Source: an optimization exercise on an open RTL-to-GDS flow (aim: small area and a short achievable clock period). Production flows keep margins and buffers that such runs may drop.
Only simulation tests tie the RTL to the original design; equivalence was not proved.

## main
==> flow/design.v (excerpt) <==
module cic_decim_mc #(
    parameter int CHANNELS     = 2,
    parameter int DIN_W        = 12,
    parameter int DOUT_W       = 16,
    parameter int STAGES       = 4,
    parameter int RATE_W       = 13,
    parameter int MAX_RATE     = 4096,
    parameter int DEFAULT_RATE = 4
) (
    input  logic                       dspclk,
    input  logic                       reset,
    input  logic                       sclr,
    input  logic                       rate_we,
    input  logic [RATE_W-1:0]          rate,
    input  logic                       nd,
    input  logic [CHANNELS*DIN_W-1:0]  din,
    output logic                       rfd,
    output logic                       rdy,
    output logic [CHANNELS*DOUT_W-1:0] dout
);
Size: about 3800 cells after synthesis, roughly 50000 um2 of cells after synthesis.
clock: 11.0 ns
lec_check: 0
abc_area: 1
cap_margin: 20
core_margin: 2
core_utilization: 55
cts_buf_list: sky130_fd_sc_hd__clkbuf_16
cts_cluster_diameter: 150
cts_cluster_size: 22
slew_margin: 20
standard.sh (not shown) runs the stock make flow with config.mk's settings and CLKGATE_MAP_FILE= SYNTH_SCRIPT=/design/flow/synth_recipe.tcl, a recipe that flattens the netlist after the stock synthesis.
==> flow/flow/run.sh <==
#!/bin/bash
set -euo pipefail
NETLIST="$PWD/orfs/results/sky130hd/cic_decim_mc/base/1_2_yosys.v"
bash standard.sh "$NETLIST" > flow_synth.log 2>&1
cp "$NETLIST" "$PWD/orfs/results/sky130hd/cic_decim_mc/base/1_2_yosys_standard.v"
python3 flow/polarity.py "$NETLIST" > flow_polarity.log 2>&1
bash standard.sh SETUP_SLACK_MARGIN=6.1 "BUFFER_PORTS_ARGS=-buffer_cell sky130_fd_sc_hd__buf_1" finish > flow_make.log 2>&1
==> flow/flow/polarity.py <==
#!/usr/bin/env python3
"""Remove inverters around full-adder cells in a flat Yosys netlist.

A full adder is self-dual: FA(~a, ~b, ~c) gives ~sum and ~carry. Synthesis
often leaves a full adder with inverted inputs and inverted outputs. This
script flips such adders (inputs and outputs complemented) whenever that
leaves fewer inverter cells, and repeats until no flip helps. Only
combinational cells change: every flip-flop, port and the logic function of
the netlist stay the same.

usage: polarity.py NETLIST.v  (rewrites the file in place)
"""
import re
import sys

INV = "sky130_fd_sc_hd__inv_1"
FA_RE = re.compile(r"sky130_fd_sc_hd__fa_\d+$")
INV_RE = re.compile(r"sky130_fd_sc_hd__(inv|clkinv)_\d+$")
OUT_PINS = {"X", "Y", "Q", "Q_N", "SUM", "COUT", "HI", "LO"}


def main(path):
    text = open(path).read()
    m = re.search(r"^\s*sky130_fd_sc_hd__\w+\s+\S+\s*\(", text, re.M)
    end = text.rindex("endmodule")
    head, body = text[: m.start()], text[m.start():end]

    # Ports and their nets (a port net keeps its name and value).
    ports = set()
    for d, rng, names in re.findall(r"^\s*(input|output)\s*(\[[^\]]*\])?\s*([^;]*);", head, re.M):
        for n in names.split(","):
            n = n.strip()
            if rng:
                hi, lo = [int(x) for x in rng[1:-1].split(":")]
                for i in range(min(hi, lo), max(hi, lo) + 1):
                    ports.add(f"{n}[{i}]")
            ports.add(n)

    cells = {}  # name -> [type, {pin: net}, order]
    order = []
    for typ, name, pins in re.findall(r"(sky130_fd_sc_hd__\w+)\s+(\S+)\s*\((.*?)\);", body, re.S):
        conns = {}
        for p, n in re.findall(r"\.(\w+)\(\s*(.*?)\s*\)\s*(?:,|$)", pins, re.S):
            conns[p] = n.strip()
        cells[name] = [typ, conns]
        order.append(name)

    driver = {}
    loads = {}

    def add_pin(c, p, n):
        if p in OUT_PINS:
            driver[n] = (c, p)
        else:
            loads.setdefault(n, set()).add((c, p))

    def del_pin(c, p, n):
        if p in OUT_PINS:
            if driver.get(n) == (c, p):
                del driver[n]
        else:
            loads.get(n, set()).discard((c, p))

    for c in order:
        for p, n in cells[c][1].items():
            add_pin(c, p, n)

    counter = [0]

    def new_net():
        counter[0] += 1
        return f"_pol{counter[0]}_"

    def is_inv(c):
        return c in cells and INV_RE.match(cells[c][0])

    def inv_driving(n):
        """The inverter cell driving net n, if any."""
        d = driver.get(n)
        if d and is_inv(d[0]):
            return d[0]
        return None

    def inv_of(n):
        """An inverter whose input is n and whose output is not a port."""
        for c, p in loads.get(n, ()):
            if is_inv(c) and cells[c][1]["Y"] not in ports:
                return c
        return None

    def connect(c, p, n):
        old = cells[c][1][p]
        del_pin(c, p, old)
        cells[c][1][p] = n
        add_pin(c, p, n)

    def add_inv(a, y):
        counter[0] += 1
        name = f"_polinv{counter[0]}_"
        cells[name] = [INV, {"A": a, "Y": y}]
        order.append(name)
        add_pin(name, "A", a)
        add_pin(name, "Y", y)
        return name

    def remove_cell(c):
        for p, n in cells[c][1].items():
            del_pin(c, p, n)
        del cells[c]

    def gain(fa):
        conns = cells[fa][1]
        g = 0
        seen_inv = {}
        for p in ("A", "B", "CIN"):
            n = conns[p]
            i = inv_driving(n)
            if i is not None:
                # The inverter goes if this adder is its only load (count pins).
                seen_inv[i] = seen_inv.get(i, 0) + 1
            elif inv_of(n) is None:
                g -= 1
        for i, k in seen_inv.items():
            out = cells[i][1]["Y"]
            if out not in ports and len(loads.get(out, ())) == k:
                g += 1
        for p in ("SUM", "COUT"):
            o = conns[p]
            ls = loads.get(o, set())
            keep = o in ports
            for c, q in ls:
                if is_inv(c) and cells[c][1]["Y"] not in ports:
                    g += 1
                else:
                    keep = True
            if keep:
                g -= 1
        return g

    def flip(fa):
        conns = cells[fa][1]
        for p in ("A", "B", "CIN"):
            n = conns[p]
            i = inv_driving(n)
            if i is not None:
                connect(fa, p, cells[i][1]["A"])
                if not loads.get(n) and n not in ports:
                    remove_cell(i)
            else:
                j = inv_of(n)
                if j is None:
                    y = new_net()
                    add_inv(n, y)
                    connect(fa, p, y)
                else:
                    connect(fa, p, cells[j][1]["Y"])
        for p in ("SUM", "COUT"):
            o = conns[p]
            o2 = new_net()
            connect(fa, p, o2)
            for c, q in list(loads.get(o, set())):
                if is_inv(c) and cells[c][1]["Y"] not in ports:
                    y = cells[c][1]["Y"]
                    for c2, q2 in list(loads.get(y, set())):
                        connect(c2, q2, o2)
                    remove_cell(c)
            if loads.get(o) or o in ports:
                add_inv(o2, o)

    def count_inv():
        return sum(1 for c in cells if is_inv(c))

    before = count_inv()
    changed = True
    rounds = 0
    while changed and rounds < 20:
        changed = False
        rounds += 1
        for fa in [c for c in order if c in cells and FA_RE.match(cells[c][0])]:
            if fa in cells and gain(fa) > 0:
                flip(fa)
                changed = True
    after = count_inv()

    # Every net must have exactly one driver or be a port input.
    used = set()
    for c in cells:
        used.update(cells[c][1].values())
    for n in used:
        if n not in driver and n not in ports and n not in ("1'b0", "1'b1"):
            raise SystemExit(f"polarity.py: net {n} has no driver")

    declared = set()
    for rng, n in re.findall(r"^\s*wire\s+(\[[^\]]*\])?\s*(\S+?)\s*;", head, re.M):
        declared.add(n)
        if rng:
            hi, lo = [int(x) for x in rng[1:-1].split(":")]
            for i in range(min(hi, lo), max(hi, lo) + 1):
                declared.add(f"{n}[{i}]")
    extra = sorted(n for n in used if n not in declared and n not in ports and not n.startswith("1'"))
    out = [head]
    # Wire declarations go just before the cells.
    for n in extra:
        out.append(f"  wire {n}{' ' if n.startswith(chr(92)) else ''};\n")
    for c in order:
        if c not in cells:
            continue
        typ, conns = cells[c]
        pins = ",\n".join(f"    .{p}({n}{' ' if n.startswith(chr(92)) else ''})" for p, n in conns.items())
        out.append(f"  {typ} {c} (\n{pins}\n  );\n")
    out.append(text[end:])
    open(path, "w").write("".join(out))
    print(f"polarity.py: inverters {before} -> {after} in {rounds} rounds")


if __name__ == "__main__":
    main(sys.argv[1])
> inputs changed (main -> the feature branch)
Settings: a deleted ABC_AREA that had been 1.
--- a/flow/flow/polarity.py
+++ b/flow/flow/polarity.py
@@ -16,2 +16,3 @@
 INV = "sky130_fd_sc_hd__inv_1"
+LIB = "/OpenROAD-flow-scripts/flow/platforms/sky130hd/lib/sky130_fd_sc_hd__tt_025C_1v80.lib"
 FA_RE = re.compile(r"sky130_fd_sc_hd__fa_\d+$")
@@ -172,2 +173,49 @@
 
+    # A gate whose output only feeds an inverter becomes its complementary
+    # gate (same inputs), driving the inverter's output net.
+    COMPLEMENT = {
+        "nand2": "and2", "and2": "nand2", "nor2": "or2", "or2": "nor2",
+        "nand3": "and3", "and3": "nand3", "nor3": "or3", "or3": "nor3",
+        "nand4": "and4", "and4": "nand4", "nor4": "or4", "or4": "nor4",
+        "nand2b": "and2b", "and2b": "nand2b", "nor2b": "or2b", "or2b": "nor2b",
+        "xor2": "xnor2", "xnor2": "xor2",
+        "a21oi": "a21o", "a21o": "a21oi", "o21ai": "o21a", "o21a": "o21ai",
+        "a22oi": "a22o", "a22o": "a22oi", "o22ai": "o22a", "o22a": "o22ai",
+        "a211oi": "a211o", "a211o": "a211oi", "o211ai": "o211a", "o211a": "o211ai",
+        "a31oi": "a31o", "a31o": "a31oi", "o31ai": "o31a", "o31a": "o31ai",
+        "a32oi": "a32o", "a32o": "a32oi", "mux2i": "mux2", "mux2": "mux2i",
+    }
+    NONINV = {"and2", "or2", "and3", "or3", "and4", "or4", "and2b", "or2b", "xnor2",
+              "a21o", "o21a", "a22o", "o22a", "a211o", "o211a", "a31o", "o31a", "a32o", "mux2"}
+    lib = open(LIB).read() if LIB else ""
+
+    def merge_gates():
+        merged = 0
+        for c in list(order):
+            if c not in cells or not is_inv(c):
+                continue
+            a = cells[c][1]["A"]
+            d = driver.get(a)
+            if not d or a in ports or len(loads.get(a, ())) != 1:
+                continue
+            g = d[0]
+            mm = re.match(r"sky130_fd_sc_hd__(\w+?)_(\d+)$", cells[g][0])
+            if not mm or mm.group(1) not in COMPLEMENT:
+                continue
+            comp = COMPLEMENT[mm.group(1)]
+            newtyp = f"sky130_fd_sc_hd__{comp}_1"
+            if f'cell ("{newtyp}")' not in lib:
+                continue
+            outpin = "X" if comp in NONINV else "Y"
+            y = cells[c][1]["Y"]
+            remove_cell(c)
+            conns = {p: n for p, n in cells[g][1].items() if p not in OUT_PINS}
+            remove_cell(g)
+            conns[outpin] = y
+            cells[g] = [newtyp, conns]
+            for p, n in conns.items():
+                add_pin(g, p, n)
+            merged += 1
+        return merged
+
     before = count_inv()
@@ -182,2 +230,3 @@
                 changed = True
+    merged = merge_gates()
     after = count_inv()
@@ -212,3 +261,3 @@
     open(path, "w").write("".join(out))
-    print(f"polarity.py: inverters {before} -> {after} in {rounds} rounds")
+    print(f"polarity.py: inverters {before} -> {after} in {rounds} rounds, {merged} gates merged with their inverter")
 
### Flow results
Of the feature branch and main, it is the feature branch that has the higher total met2 wirelength after detailed routing.
Comparing main with the feature branch, the shortest period the worst path allows came out essentially unchanged.
Compared to main, the routing of the feature branch uses more wire.
In the tables for the feature branch and main, wire length the detailed router placed on met1 reads higher with main.
Hold slack of main is on par with the feature branch.

## what the ideal ports hide
No port has a modelled driver above. Below, the same layouts with a new extraction and two added sets of constraints. Step 1, drivers: a clkbuf_16 drives dspclk and a buf_2 each remaining input, both assumed. Step 2 times the ports against the registers' clock, not the clock port: input delays grow and output delays shrink by t, the midpoint of the rising clock arrivals with the driver on. Slacks: ideal / step 1 / step 2; pairs: ideal / step 1.
run	t (ns)	setup WS [ns]	worst setup path after step 2
main	0.706	5.979 / 5.931 / 5.931	input to output
the feature branch	0.726	5.980 / 5.922 / 5.468	input to register
After both steps every run listed still meets setup and hold. For the feature branch, which loses most, drivers alone change the setup slack by -0.058 ns; drivers and shift together by -0.512 ns.
